Context: an optimization exercise on an open-source flow, tuned for small area, a short achievable clock period and few clock cycles per item. The choices shown serve that exercise and are no tape-out recipe.

==> xenon: inputs <==
// adaptive_step_length_controller
module adaptive_step_length_controller (
    input  logic                             aclk,
    input  logic                             aresetn,
    input  logic                             s_tvalid,
    output logic                             s_tready,
    input  logic [aslc_pkg::S_TDATA_W-1:0]   s_tdata,
    input  logic                             s_tuser,
    output logic                             m_tvalid,
    input  logic                             m_tready,
    output logic [aslc_pkg::M_TDATA_W-1:0]   m_tdata,
    output logic                             m_tlast,
    input  logic                             cfg_valid,
    output logic                             cfg_ready,
    input  logic [aslc_pkg::CFG_IDX_W-1:0]   cfg_index,
    input  logic [aslc_pkg::CFG_DATA_W-1:0]  cfg_data
);
    function automatic logic [24:0] booth(input logic [15:0] f);
        logic [17:0] e;
        e = {1'b0, f, 1'b0};
        for (int k = 0; k < 8; k++) begin
            booth[k]      = e[2*k+2];
            booth[8 + k]  = e[2*k+1] ^ e[2*k];
            booth[16 + k] = (e[2*k+2] & ~e[2*k+1] & ~e[2*k]) |
  ...
==> flow/config.mk <==
export PLATFORM = sky130hd
export DESIGN_NAME = adaptive_step_length_controller
export DESIGN_NICKNAME = adaptive_step_length_controller
export VERILOG_FILES = /design/flow/design.v
export SDC_FILE = /design/flow/constraint.sdc
export NUM_CORES = 4
export LEC_CHECK = 0
export CAP_MARGIN = 60
export CORE_MARGIN = 2
export CORE_UTILIZATION = 40
export SLEW_MARGIN = 60
==> flow/constraint.sdc <==
create_clock -name core_clock -period 18.0 [get_ports {aclk}]
set_input_delay 3.6000 -clock core_clock [delete_from_list [all_inputs] [get_ports {aclk}]]
set_output_delay 3.6000 -clock core_clock [all_outputs]
set_load 0.01 [all_outputs]
standard.sh (not shown) runs the stock make flow with config.mk's settings and CLKGATE_MAP_FILE= SYNTH_SCRIPT=/design/flow/synth_recipe.tcl, a recipe that flattens the netlist after the stock synthesis.
==> flow/flow/run.sh <==
#!/bin/bash
# The standard layout (the standard.sh, standard synthesis included), with
# two changes: the buffers that placement puts on every input and output port
# are sky130_fd_sc_hd__buf_2 instead of the resizer's default choice, and
# timing repair aims for 10 ns of setup slack at the design's clock period.
set -euo pipefail
bash standard.sh 'BUFFER_PORTS_ARGS=-buffer_cell sky130_fd_sc_hd__buf_2' SETUP_SLACK_MARGIN=10 finish > standard_flow.log 2>&1
==> inputs of delta, as changes to xenon <==
--- a/flow/design.v
+++ b/flow/design.v
@@ -1036,14 +1036,12 @@
     logic [1:0]         i_mode;
     logic               i_desc;
     logic               i_better;
     logic [24:0]        i_booth;
     logic fire, take;
-    logic room;          
-    logic in_valid_nx, out_valid_nx;
     assign fire     = in_valid && (!out_valid || m_tready);
-    assign s_tready = room || m_tready;
+    assign s_tready = !in_valid || fire;
     assign take     = s_tvalid && s_tready;
     logic        upd_acc;
     logic [32:0] tsum;
     logic [31:0] t_sat;
     logic [33:0] t_left;
@@ -1063,12 +1061,10 @@
     logic [31:0] alpha;
     logic [15:0] iter_inc;
     logic        iter_done, streak_done, floor_done;
     logic        done_early, done_rise, done;
     logic signed [8:0] streak_inc;
-    assign in_valid_nx  = take || (in_valid && !fire);
-    assign out_valid_nx = fire || (out_valid && !m_tready);
     assign upd_acc = !i_op || (st_active && !i_chg_le && i_better);
     assign len_c   = ~st_len_n;
     assign tsum    = {1'b0, st_total} + {1'b0, len_c};
     assign t_sat   = tsum[32] ? '1 : tsum[31:0];
     assign tl_s    = c_ceil ^ ~st_total ^ st_len_n;
@@ -1148,15 +1144,21 @@
             st_total  <= '0;
             st_acc    <= '0;
             st_active <= 1'b0;
             in_valid  <= 1'b0;
             out_valid <= 1'b0;
-            room      <= 1'b1;
         end else begin
-            in_valid  <= in_valid_nx;
-            out_valid <= out_valid_nx;
-            room      <= !in_valid_nx || !out_valid_nx;
+            if (take) begin
+                in_valid <= 1'b1;
+            end else if (fire) begin
+                in_valid <= 1'b0;
+            end
+            if (fire) begin
+                out_valid <= 1'b1;
+            end else if (m_tready) begin
+                out_valid <= 1'b0;
+            end
             if (fire) begin
                 if (upd_acc) begin
                     st_acc <= i_val;
                 end
                 if (!i_op) begin
==> flow/run.sh (new file) <==
#!/bin/bash
# synth_recipe.tcl (not shown) runs the flow's synth.tcl, then flattens the netlist and writes it again
# the make line also repeats each setting of config.mk as NAME=value (left out here)
make -C /OpenROAD-flow-scripts/flow DESIGN_CONFIG=/design/flow/config.mk WORK_HOME=/design/flow/orfs CLKGATE_MAP_FILE= SYNTH_SCRIPT=/design/flow/synth_recipe.tcl finish
Settings changed: CAP_MARGIN 60 to 80, SLEW_MARGIN 60 to 80.
removed: flow/flow/run.sh
removed: flow/standard.sh
==> inputs of amber, as changes to xenon <==
==> flow/flow/run.sh (replaced) <==
#!/bin/bash
# The standard layout (the standard.sh, standard synthesis included), with
# one change: the buffers that placement puts on every input and output port
# are sky130_fd_sc_hd__buf_2 instead of the resizer's default choice.
set -euo pipefail
bash standard.sh 'BUFFER_PORTS_ARGS=-buffer_cell sky130_fd_sc_hd__buf_2' finish > standard_flow.log 2>&1
==> inputs of indigo, as changes to xenon <==
--- a/flow/design.v
+++ b/flow/design.v
@@ -1036,14 +1036,12 @@
     logic [1:0]         i_mode;
     logic               i_desc;
     logic               i_better;
     logic [24:0]        i_booth;
     logic fire, take;
-    logic room;          
-    logic in_valid_nx, out_valid_nx;
     assign fire     = in_valid && (!out_valid || m_tready);
-    assign s_tready = room || m_tready;
+    assign s_tready = !in_valid || fire;
     assign take     = s_tvalid && s_tready;
     logic        upd_acc;
     logic [32:0] tsum;
     logic [31:0] t_sat;
     logic [33:0] t_left;
@@ -1063,12 +1061,10 @@
     logic [31:0] alpha;
     logic [15:0] iter_inc;
     logic        iter_done, streak_done, floor_done;
     logic        done_early, done_rise, done;
     logic signed [8:0] streak_inc;
-    assign in_valid_nx  = take || (in_valid && !fire);
-    assign out_valid_nx = fire || (out_valid && !m_tready);
     assign upd_acc = !i_op || (st_active && !i_chg_le && i_better);
     assign len_c   = ~st_len_n;
     assign tsum    = {1'b0, st_total} + {1'b0, len_c};
     assign t_sat   = tsum[32] ? '1 : tsum[31:0];
     assign tl_s    = c_ceil ^ ~st_total ^ st_len_n;
@@ -1148,15 +1144,21 @@
             st_total  <= '0;
             st_acc    <= '0;
             st_active <= 1'b0;
             in_valid  <= 1'b0;
             out_valid <= 1'b0;
-            room      <= 1'b1;
         end else begin
-            in_valid  <= in_valid_nx;
-            out_valid <= out_valid_nx;
-            room      <= !in_valid_nx || !out_valid_nx;
+            if (take) begin
+                in_valid <= 1'b1;
+            end else if (fire) begin
+                in_valid <= 1'b0;
+            end
+            if (fire) begin
+                out_valid <= 1'b1;
+            end else if (m_tready) begin
+                out_valid <= 1'b0;
+            end
             if (fire) begin
                 if (upd_acc) begin
                     st_acc <= i_val;
                 end
                 if (!i_op) begin
==> flow/run.sh (new file) <==
#!/bin/bash
# synth_recipe.tcl (not shown) runs the flow's synth.tcl, then flattens the netlist and writes it again
# the make line also repeats each setting of config.mk as NAME=value (left out here)
make -C /OpenROAD-flow-scripts/flow DESIGN_CONFIG=/design/flow/config.mk WORK_HOME=/design/flow/orfs CLKGATE_MAP_FILE= SYNTH_SCRIPT=/design/flow/synth_recipe.tcl finish
removed: flow/flow/run.sh
removed: flow/standard.sh
==> comparison table <==
                                                                                                        delta                  indigo                    xenon                    amber
Area taken by multi-input logic gates                                                              0.0385 sq mm            0.0355 sq mm             0.0362 sq mm             0.0360 sq mm
Number of buffers created by CTS                                                                             61                      60                       66                       66
Highest achievable clock rate                                                                           101 MHz                 106 MHz                  127 MHz                  110 MHz
Start point of the critical path                                                        c_ceil[10]$_SDFFE_PN0P_  c_ceil[1]$_SDFFE_PN0P_  c_ceil[18]$_SDFFE_PN0P_  c_ceil[18]$_SDFFE_PN0P_
Fraction of area in multi-input gates                                                                     59.6%                   60.4%                    62.1%                    62.1%
Result of the run                                                                                finished clean          finished clean           finished clean           finished clean
Largest net degree at the start of global routing                                                            43                      99                       91                       91
Post-synthesis share of cell area spent on full adders, half adders and majority gates                    22.4%                   22.4%                    22.2%                    22.2%
Worst-case reg-to-reg path depth                                                                             36                      29                       29                       28
Synth unique cells                                                                                          102                     102                      100                      100
H-tree Lvls                                                                                                   2                       2                        3                        3
Inserted tap cell count                                                                                    1662                    1662                     1729                     1729
Detailed-routed wire length on met2                                                                    93100 um                91600 um                 93000 um                 92500 um
Die area                                                                                            0.131 sq mm             0.131 sq mm              0.132 sq mm              0.132 sq mm
Met1 layer wirelength in the final routing                                                             82200 um                82400 um                 82500 um                 83000 um
Fill cells                                                                                                11.9k                   12.4k                    12.7k                    12.7k
Routed wire length on met3                                                                             18500 um                18000 um                 18500 um                 18500 um
Measured slew at the worst slew-check pin                                                                     -                  641 ps                   645 ps                   626 ps
Min-delay src                                                                            st_len[2]$_SDFFE_PN0P_  st_len[2]$_SDFFE_PN0P_   c_thr[26]$_SDFFE_PN0P_   c_thr[26]$_SDFFE_PN0P_
No run of this note included a check of the RTL's function; only the layout flow was run.

[re-timing with driven ports]
In the flow no input, the clock included, has a driving cell. The finished layouts below were timed again as built, in two steps.
Step 1: set_driving_cell puts a clkbuf_16 on aclk and a buf_2 on each other input, an assumption about the parent block.
Step 2 times the ports against the registers' clock, not the clock port: input delays grow and output delays shrink by t, the midpoint of the rising clock arrivals with the driver on.
Three values: ideal, step 1, step 2; two values: the first two.
| run | shift t [ns] | slack for setup (ns) | hold slack, ns | clock arrival spread, ns | slew at the worst register clock pin (ns) |
|---|---|---|---|---|---|
| xenon | 0.712 | 10.144 / 10.144 / 10.061 | 0.455 / 0.455 / 0.455 | 0.044 / 0.044 | 0.07 / 0.07 |
| delta | 0.767 | 8.079 / 8.079 / 8.079 | 0.443 / 0.443 / 0.443 | 0.035 / 0.036 | 0.07 / 0.07 |
| amber | 0.714 | 8.912 / 8.912 / 8.912 | 0.455 / 0.455 / 0.455 | 0.046 / 0.045 | 0.07 / 0.07 |
| indigo | 0.752 | 8.574 / 8.574 / 8.574 | 0.444 / 0.444 / 0.444 | 0.053 / 0.053 | 0.07 / 0.07 |
After both steps setup and hold are still met in every run listed. The setup slack of xenon, which loses most, moves by 0.000 ns with the drivers and by -0.083 ns with both steps.
